From an optimization exercise on the open Yosys and OpenROAD flow, aimed at a short achievable clock period; shortcuts taken in it are not production practice. In this exercise RTL edits were held to simulation tests only and were not proved equivalent to the original. Power figures rest on the tool's default switching activity, not on a simulated workload.

==> flow/design.v (excerpt) <==
module instr_mem_ctrl #(
  parameter int DATA_WIDTH = 32,
  parameter int ADDR_WIDTH = 32,
  parameter int DEPTH      = 64
) (
  input  logic                   clk,
  input  logic                   reset,
  input  logic                   load_start,
  input  logic                   load_valid,
  output logic                   load_ready,
  input  logic [DATA_WIDTH-1:0]  load_data,
  input  logic                   load_last,
  output logic [$clog2(DEPTH):0] load_count,
  input  logic                   fetch_valid,
  input  logic [ADDR_WIDTH-1:0]  fetch_addr,
  output logic                   fetch_ready,
  output logic                   instr_valid,
  output logic [DATA_WIDTH-1:0]  instr_out,
  output logic                   instr_fault,
  output logic                   busy
);
Size: about 4500 cells after synthesis, ~2200 flip-flops, about 110 I/O pins.
export LEC_CHECK = 0
export CAP_MARGIN = 20
export CORE_MARGIN = 2
export CORE_UTILIZATION = 35
export PLACE_DENSITY = 0.45
export SETUP_SLACK_MARGIN = 2.2
export SLEW_MARGIN = 20
create_clock -name core_clock -period 4.0 [get_ports {clk}]
standard.sh (not shown) runs the stock make flow with config.mk's settings and CLKGATE_MAP_FILE= SYNTH_SCRIPT=/design/flow/synth_recipe.tcl, a recipe that flattens the netlist after the stock synthesis.
==> flow/flow/run.sh <==
#!/bin/bash
set -euo pipefail
DU=$(make -s -C "$FLOW_HOME" DESIGN_CONFIG="$PWD/config.mk" WORK_HOME="$PWD/orfs" print-DONT_USE_CELLS \
     | sed -n 's/^DONT_USE_CELLS: //p')
[[ -n "$DU" ]] || { echo "could not read DONT_USE_CELLS" >&2; exit 1; }
bash standard.sh "DONT_USE_CELLS=$DU sky130_fd_sc_hd__a222oi_1" finish > flow_make.log 2>&1
Edit:
TNS_END_PERCENT = 10   (was default)
Effect: Core utilization came out lower by 3.7 points. Global-route usage is lower by 4.8 points. Setup slack gains 0.10 ns. Final area went down by 7.3%. Wire length is lower by 10%. Count of clock-buffer cells in the layout decreases by 16. Combinational power went down by 22%.
Edit:
--- a/flow/flow/run.sh
+++ b/flow/flow/run.sh
@@ -5,2 +5,3 @@
 [[ -n "$DU" ]] || { echo "could not read DONT_USE_CELLS" >&2; exit 1; }
-bash standard.sh "DONT_USE_CELLS=$DU sky130_fd_sc_hd__a222oi_1" finish > flow_make.log 2>&1
+bash standard.sh "DONT_USE_CELLS=$DU sky130_fd_sc_hd__a222oi_1" \
+  "PRE_DETAIL_PLACE_TCL=$PWD/flow/pull_out.tcl" finish > flow_make.log 2>&1
==> flow/flow/pull_out.tcl (new file) <==
# PRE_DETAIL_PLACE hook: put the register behind each output port (and an inverter between
# them, if any) beside the port's buffer, so the clock-to-output path has no long wire.
# Detailed placement then legalises them.
proc pull_out_driver {net} {
  foreach it [$net getITerms] {
    if {[$it isOutputSignal]} { return [$it getInst] }
  }
  return ""
}
proc pull_out_input_net {inst} {
  foreach it [$inst getITerms] {
    if {[$it isInputSignal] && [$it getNet] ne "NULL"} {
      set n [$it getNet]
      if {[$n getSigType] eq "SIGNAL"} { return $n }
    }
  }
  return ""
}
set pull_out_moved 0
foreach bterm [[ord::get_db_block] getBTerms] {
  if {[$bterm getIoType] ne "OUTPUT"} continue
  set net [$bterm getNet]
  if {$net eq "NULL"} continue
  set buf [pull_out_driver $net]
  if {$buf eq ""} continue
  set loc [$buf getLocation]
  set cur $buf
  # Walk back through at most two single-input cells to the register.
  for {set hop 0} {$hop < 3} {incr hop} {
    set in [pull_out_input_net $cur]
    if {$in eq ""} break
    set drv [pull_out_driver $in]
    if {$drv eq ""} break
    set master [[$drv getMaster] getName]
    set is_reg [string match "*__df*" $master]
    # Pull a register whatever else it feeds (its own hold mux); pull a gate only if it feeds
    # just this path.
    set nload 0
    foreach it [$in getITerms] { if {[$it isInputSignal]} { incr nload } }
    if {!$is_reg && $nload != 1} break
    $drv setLocation [lindex $loc 0] [lindex $loc 1]
    incr pull_out_moved
    if {$is_reg} break
    set cur $drv
  }
}
puts "pull_out: moved $pull_out_moved cells next to output buffers"
TNS_END_PERCENT = default   (was 10)
Result: The changed run completed with no timing, DRC or antenna violations. Area after synthesis stays the same. Total power rose slightly. Wire length grows by a little under a tenth. Count of clock-buffer cells in the layout is higher by 19. Non-clock buffer count rises by 463. Final cell count grows by a few percent. Register-to-register slack is worse by 0.26 ns. Synthesized cell count stays the same. Sequential share of layout area is lower by 4.7 points.
Edit:
--- a/flow/flow/run.sh
+++ b/flow/flow/run.sh
@@ -5,3 +5,9 @@
 [[ -n "$DU" ]] || { echo "could not read DONT_USE_CELLS" >&2; exit 1; }
-bash standard.sh "DONT_USE_CELLS=$DU sky130_fd_sc_hd__a222oi_1" \
+EXTRA=""
+for c in a222oi_1 nor4_1 nor4_2 nor4_4 nor4b_1 nor4b_2 nor4b_4 nor4bb_1 nor4bb_2 nor4bb_4 \
+         or4_1 or4_2 or4_4 or4b_1 or4b_2 or4b_4 or4bb_1 or4bb_2 or4bb_4 \
+         a2111oi_0 a2111oi_1 a2111oi_2 a2111oi_4; do
+  EXTRA="$EXTRA sky130_fd_sc_hd__$c"
+done
+bash standard.sh "DONT_USE_CELLS=$DU $EXTRA" \
   "PRE_DETAIL_PLACE_TCL=$PWD/flow/pull_out.tcl" finish > flow_make.log 2>&1
=>
- The new run produced a clean layout
- utilization shrinks by 0.67 points
- cell area went up slightly
- flip-flop and latch count stays the same
- setup slack gets worse by 0.41 ns
- non-clock buffer count went up by 38
- die area is higher slightly
Edit:
==> flow/flow/run.sh (replaced) <==
#!/bin/bash
set -euo pipefail
DU=$(make -s -C "$FLOW_HOME" DESIGN_CONFIG="$PWD/config.mk" WORK_HOME="$PWD/orfs" print-DONT_USE_CELLS \
     | sed -n 's/^DONT_USE_CELLS: //p')
[[ -n "$DU" ]] || { echo "could not read DONT_USE_CELLS" >&2; exit 1; }
bash standard.sh "DONT_USE_CELLS=$DU sky130_fd_sc_hd__a222oi_1" finish > flow_make.log 2>&1
SETUP_SLACK_MARGIN = 1.9   (was 2.2)
removed: flow/flow/pull_out.tcl
Result: The new run finished clean. Sequential cell count stays the same. Register-to-register slack improves by 0.27 ns. Non-clock buffer count came out lower by 281. Via count came out lower by 6.7%. First-iteration DRC count came out lower by about 7.5%. Sequential power hardly moves.

afterwards: timing with drivers on the ports:
The results above use ideal ports. As a check the final layouts listed here were re-extracted and re-timed, cells and wires unchanged.
Step 1 sets driving cells, clkbuf_16 on the clock port and buf_2 on the other inputs (assumed; they add their load-dependent delay and slew).
Step 2, shift: input delay + t, output delay - t, t = (earliest + latest rising clock arrival at the registers) / 2. This alone moves slack from input paths to output paths.
Slacks: ideal ports / drivers / drivers and shift; pairs: ideal ports / drivers.
run	t, ns	setup WS [ns]	hold WS [ns]	worst setup path after step 2	clock arrival spread, ns
the first run	0.963	1.622 / 1.627 / 0.664	0.025 / -0.042 / 0.530	input to register	0.043 / 0.044
the second run	0.965	1.722 / 1.660 / 0.804	0.429 / 0.351 / 0.523	input to register	0.057 / 0.057
the third run	0.972	1.491 / 1.509 / 0.536	0.008 / -0.061 / 0.525	input to register	0.068 / 0.067
the fourth run	0.977	1.082 / 1.120 / 0.143	0.429 / 0.358 / 0.509	input to register	0.099 / 0.098
the fifth run	0.976	1.604 / 1.638 / 0.674	0.501 / 0.430 / 0.517	input to register	0.092 / 0.092
After both steps every run listed still meets setup and hold. The setup slack of the first run, which loses most, moves by +0.005 ns with the drivers and by -0.958 ns with both steps.
